From an optimization exercise on the open Yosys and OpenROAD flow, aimed at small area; shortcuts taken in it are not production practice. Only simulation tests tie the RTL to the original design; equivalence was not proved. Power and IR drop assume default switching activity.

// wbi2c_mem_master
module wbi2c_mem_master #(
    parameter int MEM_ADDR_BITS   = 7,
    parameter int ADDR_BYTES      = 2,
    parameter int TICKBITS        = 20,
    parameter int CLOCKS_PER_TICK = 1000,
    parameter int CONSTANT_SPEED  = 0,
    parameter int READ_ONLY       = 0,
    parameter int TIMEOUT_BITS    = 8
) (
    input  logic                     i_clk,
    input  logic                     i_rst,
    input  logic                     i_wb_cyc,
    input  logic                     i_wb_stb,
    input  logic                     i_wb_we,
    input  logic [MEM_ADDR_BITS-2:0] i_wb_addr,
    input  logic [31:0]              i_wb_data,
    input  logic [3:0]               i_wb_sel,
    output logic                     o_wb_ack,
    output logic                     o_wb_stall,
    output logic [31:0]              o_wb_data,
    output logic                     o_ll_cyc,
    output logic                     o_ll_stb,
    output logic                     o_ll_we,
    output logic [7:0]               o_ll_data,
    output logic [TICKBITS-1:0]      o_ll_speed,
    input  logic                     i_ll_ack,
    input  logic                     i_ll_stall,
    input  logic                     i_ll_err,
    input  logic [7:0]               i_ll_data,
    output logic                     o_int
);
For scale: about 3700 cells after synthesis, ~0.042 mm² of cells after synthesis.
Settings: LEC_CHECK=0, CAP_MARGIN=20, CORE_MARGIN=5, CORE_UTILIZATION=35, PLACE_DENSITY=0.45, SLEW_MARGIN=20, SYNTH_HIERARCHICAL=1; clock period 10.0 ns.
standard.sh (not shown) runs the stock make flow with config.mk's settings and CLKGATE_MAP_FILE= SYNTH_SCRIPT=/design/flow/synth_recipe.tcl, a recipe that flattens the netlist after the stock synthesis.
==> flow/flow/run.sh <==
#!/bin/bash
# Own layout flow: the standard ORFS flow (standard.sh, unchanged
# synthesis, floorplan, power grid and tap cells), with two placement/CTS
# arguments overridden through ORFS's own variables:
#  * port buffers use the smallest buffer (every port still gets one);
#  * CTS uses clkbuf_8 with clusters of at most 15 sinks within 50 um, and
#    inserts no dummy loads.
# The full make output goes to standard.log in the work folder; ORFS's per-step
# logs are under orfs/logs/.
set -euo pipefail
export BUFFER_PORTS_ARGS="-buffer_cell sky130_fd_sc_hd__buf_1"
export CTS_ARGS="-sink_clustering_enable -repair_clock_nets -dont_use_dummy_load -sink_clustering_size 15 -sink_clustering_max_diameter 50 -buf_list {sky130_fd_sc_hd__clkbuf_8}"
bash standard.sh finish > standard.log 2>&1
Then changed:
--- a/flow/design.v
+++ b/flow/design.v
@@ -116,28 +116,23 @@
         rf0[MAB-1:0] = cnt;
         rf1 = 32'h0;
         rf1[TICKBITS-1:0] = speed;
         rf2 = 32'h0;
         rf2[15:0] = sub;
     end
     for (genvar j = 0; j < 32; j++) begin : g_wbrd
-        logic [11:0] n;
+        logic [10:0] n;
         logic [31:0] col;
         for (genvar w = 0; w < 32; w++) begin : g_c
             assign col[w] = mem[4*w + (3 - j/8)][j%8];
         end
         for (genvar g = 0; g < 10; g++) begin : g_s
             wbi2c_aoi3 u (.s(wsel[3*g +: 3]), .d(col[3*g +: 3]), .y_n(n[g]));
         end
-        wbi2c_aoi3 u2 (.s({1'b0, wsel[31:30]}), .d({1'b0, col[31:30]}), .y_n(n[10]));
-        if (j >= 24 && j < 28) begin : g_nr
-            assign n[11] = 1'b1;
-        end else begin : g_r
-            wbi2c_aoi3 ur (.s(rsel), .d({rf2[j], rf1[j], rf0[j]}), .y_n(n[11]));
-        end
+        assign n[10] = ~|({wsel[31:30], rsel} & {col[31:30], rf2[j], rf1[j], rf0[j]});
         assign wbrd[j] = bypass[3 - j/8] ? pdat[j] ^ pb : ~&n ^ wpol;
     end
     always_comb begin
         unique case (state)
             S_DEVW:  tx_byte = {dev, 1'b0};
             S_SUBA:  tx_byte = !abyte ? sub[15:8] : sub[7:0];
             S_TX:    tx_byte = tnow ? txrd : txq;
What happened: Global-route usage is higher by 1.2 points. Wire length is higher by 3.6%. Synthesized area barely changes. Sequential power is higher by about 2%. Cell area is lower by 0.68%. Final cell count is lower by 2.3%. Clock power hardly moves. Via count is higher by 0.51%. Die area barely changes. Clock skew is lower by 0.023 ns. Synthesized cell count hardly moves.

-- re-timing with driven ports --
No port has a modelled driver above. Below, the same layouts with a new extraction and two added sets of constraints. Step 1: set_driving_cell puts a clkbuf_16 on i_clk and a buf_2 on each other input, an assumption about the parent block. Step 2 also shifts input and output timing later by t, the mid clock arrival at the registers, as if the neighbouring blocks saw the same clock. Three values: ideal, step 1, step 2; two values: the first two.
| run | t, ns | slack for setup (ns) | worst register clock-pin slew, ns |
|---|---|---|---|
| the first run | 0.902 | 1.493 / 1.421 / 2.324 | 0.10 / 0.10 |
| the second run | 0.897 | 1.411 / 1.343 / 2.241 | 0.10 / 0.10 |
After both steps every run listed still meets setup and hold.
